This is an optimization exercise on Yosys and OpenROAD, whose aim is small area, a short achievable clock period and few clock cycles per item, not a production implementation. In this exercise RTL edits were held to simulation tests only and were not proved equivalent to the original.

Setup of build 17:
==> flow/design.v (excerpt) <==
module tile_convert_top
(
    input  logic                   clk,
    input  logic                   rst,
    input  logic                   comp_enb,
    output logic                   busy,
    output logic                   done,
    output logic [16-1:0] mem_addr,
    output logic                   mem_read_enb,
    input  logic [64-1:0]  mem_data_in,
    output logic [16-1:0] res_addr,
    output logic [64-1:0]  res_data_out,
    output logic                   res_write_enb
);
Size: ~370 cells after synthesis, about 45 flip-flops, roughly 2700 um2 of cells after synthesis.
clock: 8.0 ns
lec_check: 0
cap_margin: 20
core_margin: 2
core_utilization: 40
setup_slack_margin: 4.5
slew_margin: 20
standard.sh (not shown) runs the stock make flow with config.mk's settings and CLKGATE_MAP_FILE= SYNTH_SCRIPT=/design/flow/synth_recipe.tcl, a recipe that flattens the netlist after the stock synthesis.
==> flow/flow/run.sh <==
#!/bin/bash
# Standard layout with these changes:
#  - synthesis maps the logic with ABC's area script replaced by abc.script,
#    and without the adder extraction (ADDER_MAP_FILE empty); everything else,
#    register names included, is the standard synthesis; the run stops with
#    an error if its registers differ from the standard synthesis's;
#  - the port buffers are made from the smallest buffer cell;
#  - clock tree synthesis inserts no dummy loads and uses clkbuf_4 only;
#  - one tie cell drives all constant outputs.
# Each tool's output goes to a log of its own in this folder.
set -euo pipefail
here=$(pwd)
res=$here/orfs/results/$FLOW_PLATFORM/tile_convert_top/base

# The standard synthesis, kept for its registers
bash standard.sh synth > synth_standard.log 2>&1
cp $res/1_2_yosys.v $here/standard_synth.v
rm -rf $here/orfs

# ORFS's scripts with the area ABC script replaced
cp -r $FLOW_HOME/scripts $here/scripts
cp $here/flow/abc.script $here/scripts/abc_area.script
bash standard.sh synth SCRIPTS_DIR=$here/scripts ABC_AREA=1 ADDER_MAP_FILE= > synth.log 2>&1
python3 $here/flow/sameregs.py $here/standard_synth.v $res/1_2_yosys.v > sameregs.log 2>&1

export BUFFER_PORTS_ARGS="-buffer_cell sky130_fd_sc_hd__buf_1"
export CTS_ARGS="-sink_clustering_enable -repair_clock_nets -dont_use_dummy_load -buf_list sky130_fd_sc_hd__clkbuf_4"
export SKIP_REPAIR_TIE_FANOUT=1
bash standard.sh finish > standard.log 2>&1
==> flow/flow/abc.script <==
strash
dch -f
amap
==> flow/flow/sameregs.py <==
# sameregs.py A.v B.v: exit 0 when both netlists hold the same flip-flops
# (instance names and cell types), else 1.
import re, sys
def regs(path):
    text = open(path).read()
    return sorted(re.findall(r'^\s*(sky130_fd_sc_hd__(?:df|edf|sdf|dl)\w*)\s+(\\\S+|\w+)\s*\(', text, re.M), key=lambda t: t[1])
a, b = regs(sys.argv[1]), regs(sys.argv[2])
print(f"{len(a)} registers in {sys.argv[1]}, {len(b)} in {sys.argv[2]}")
if a != b:
    for x in sorted(set(a) ^ set(b))[:20]:
        print("differs:", x)
    sys.exit(1)
print("same registers")
Build 17 | status: complete | timing, DRC, antenna: pass
Testbench counts of build 17, summed over its fixed seeds: cycles 4,224, tiles 64.
Modified inputs, build 81 compared to build 17
diff --git a/flow/flow/run.sh b/flow/flow/run.sh
--- a/flow/flow/run.sh
+++ b/flow/flow/run.sh
@@ -25,5 +25,5 @@
 
 export BUFFER_PORTS_ARGS="-buffer_cell sky130_fd_sc_hd__buf_1"
-export CTS_ARGS="-sink_clustering_enable -repair_clock_nets -dont_use_dummy_load -buf_list sky130_fd_sc_hd__clkbuf_4"
+export CTS_ARGS="-sink_clustering_enable -repair_clock_nets -dont_use_dummy_load -buf_list sky130_fd_sc_hd__clkbuf_4 -sink_clustering_size 8 -sink_clustering_max_diameter 40"
 export SKIP_REPAIR_TIE_FANOUT=1
 bash standard.sh finish > standard.log 2>&1
==> comparison <==
The worst setup slack was comparable across build 81 and build 17.
As far as die area goes, build 81 and build 17 are indistinguishable; the numbers are identical.
Build 17 -> build 81: design area flat
--- input diff build 81..build 66 ---
diff --git a/flow/flow/run.sh b/flow/flow/run.sh
--- a/flow/flow/run.sh
+++ b/flow/flow/run.sh
@@ -25,5 +25,5 @@
 
 export BUFFER_PORTS_ARGS="-buffer_cell sky130_fd_sc_hd__buf_1"
-export CTS_ARGS="-sink_clustering_enable -repair_clock_nets -dont_use_dummy_load -buf_list sky130_fd_sc_hd__clkbuf_4 -sink_clustering_size 8 -sink_clustering_max_diameter 40"
+export CTS_ARGS="-sink_clustering_enable -repair_clock_nets -dont_use_dummy_load -buf_list sky130_fd_sc_hd__clkbuf_4 sky130_fd_sc_hd__clkbuf_8"
 export SKIP_REPAIR_TIE_FANOUT=1
 bash standard.sh finish > standard.log 2>&1
==> results.txt <==
Build 66 never completed; the flow aborted with a tool error in clock tree synthesis (4_1_cts).
Number of distinct standard cells referenced by the synthesized netlist: build 81 vs build 66 identical
Delta (build 66 minus build 81): number of flops mapped to enable cells by yosys saw little to no change, post-synthesis average cell area saw little to no change.
From build 66 to build 81, y dimension of the die did not move at all.
Diff build 81..build 66 | synthesized instance count | negligible
Re synthesized area: no difference whatsoever between build 66 and build 81.
Reported for build 66 and build 81, cell count after placement turned out identical to the last digit.

-- afterwards: timing with drivers on the ports --
Ports are ideal in the flow. The routed layouts listed here were re-timed in OpenROAD.
Step 1 (the two cells are an assumption about what drives the block):
set clk [get_ports {clk}]
set_driving_cell -lib_cell sky130_fd_sc_hd__clkbuf_16 $clk
set_driving_cell -lib_cell sky130_fd_sc_hd__buf_2 [delete_from_list [all_inputs] $clk]
Step 2 also shifts input and output timing later by t, the mid clock arrival at the registers, as if the neighbouring blocks saw the same clock.
a / b / c = ideal / step 1 / step 2; a / b = the first two.
run | t (ns) | setup slack, ns | worst hold slack (ns) | latest minus earliest clock arrival (ns)
build 17 | 0.362 | 4.646 / 4.620 / 4.406 | 0.512 / 0.512 / 0.512 | 0.017 / 0.017
build 81 | 0.362 | 4.646 / 4.620 / 4.406 | 0.512 / 0.512 / 0.512 | 0.017 / 0.017
After both steps setup and hold are still met in every run listed.
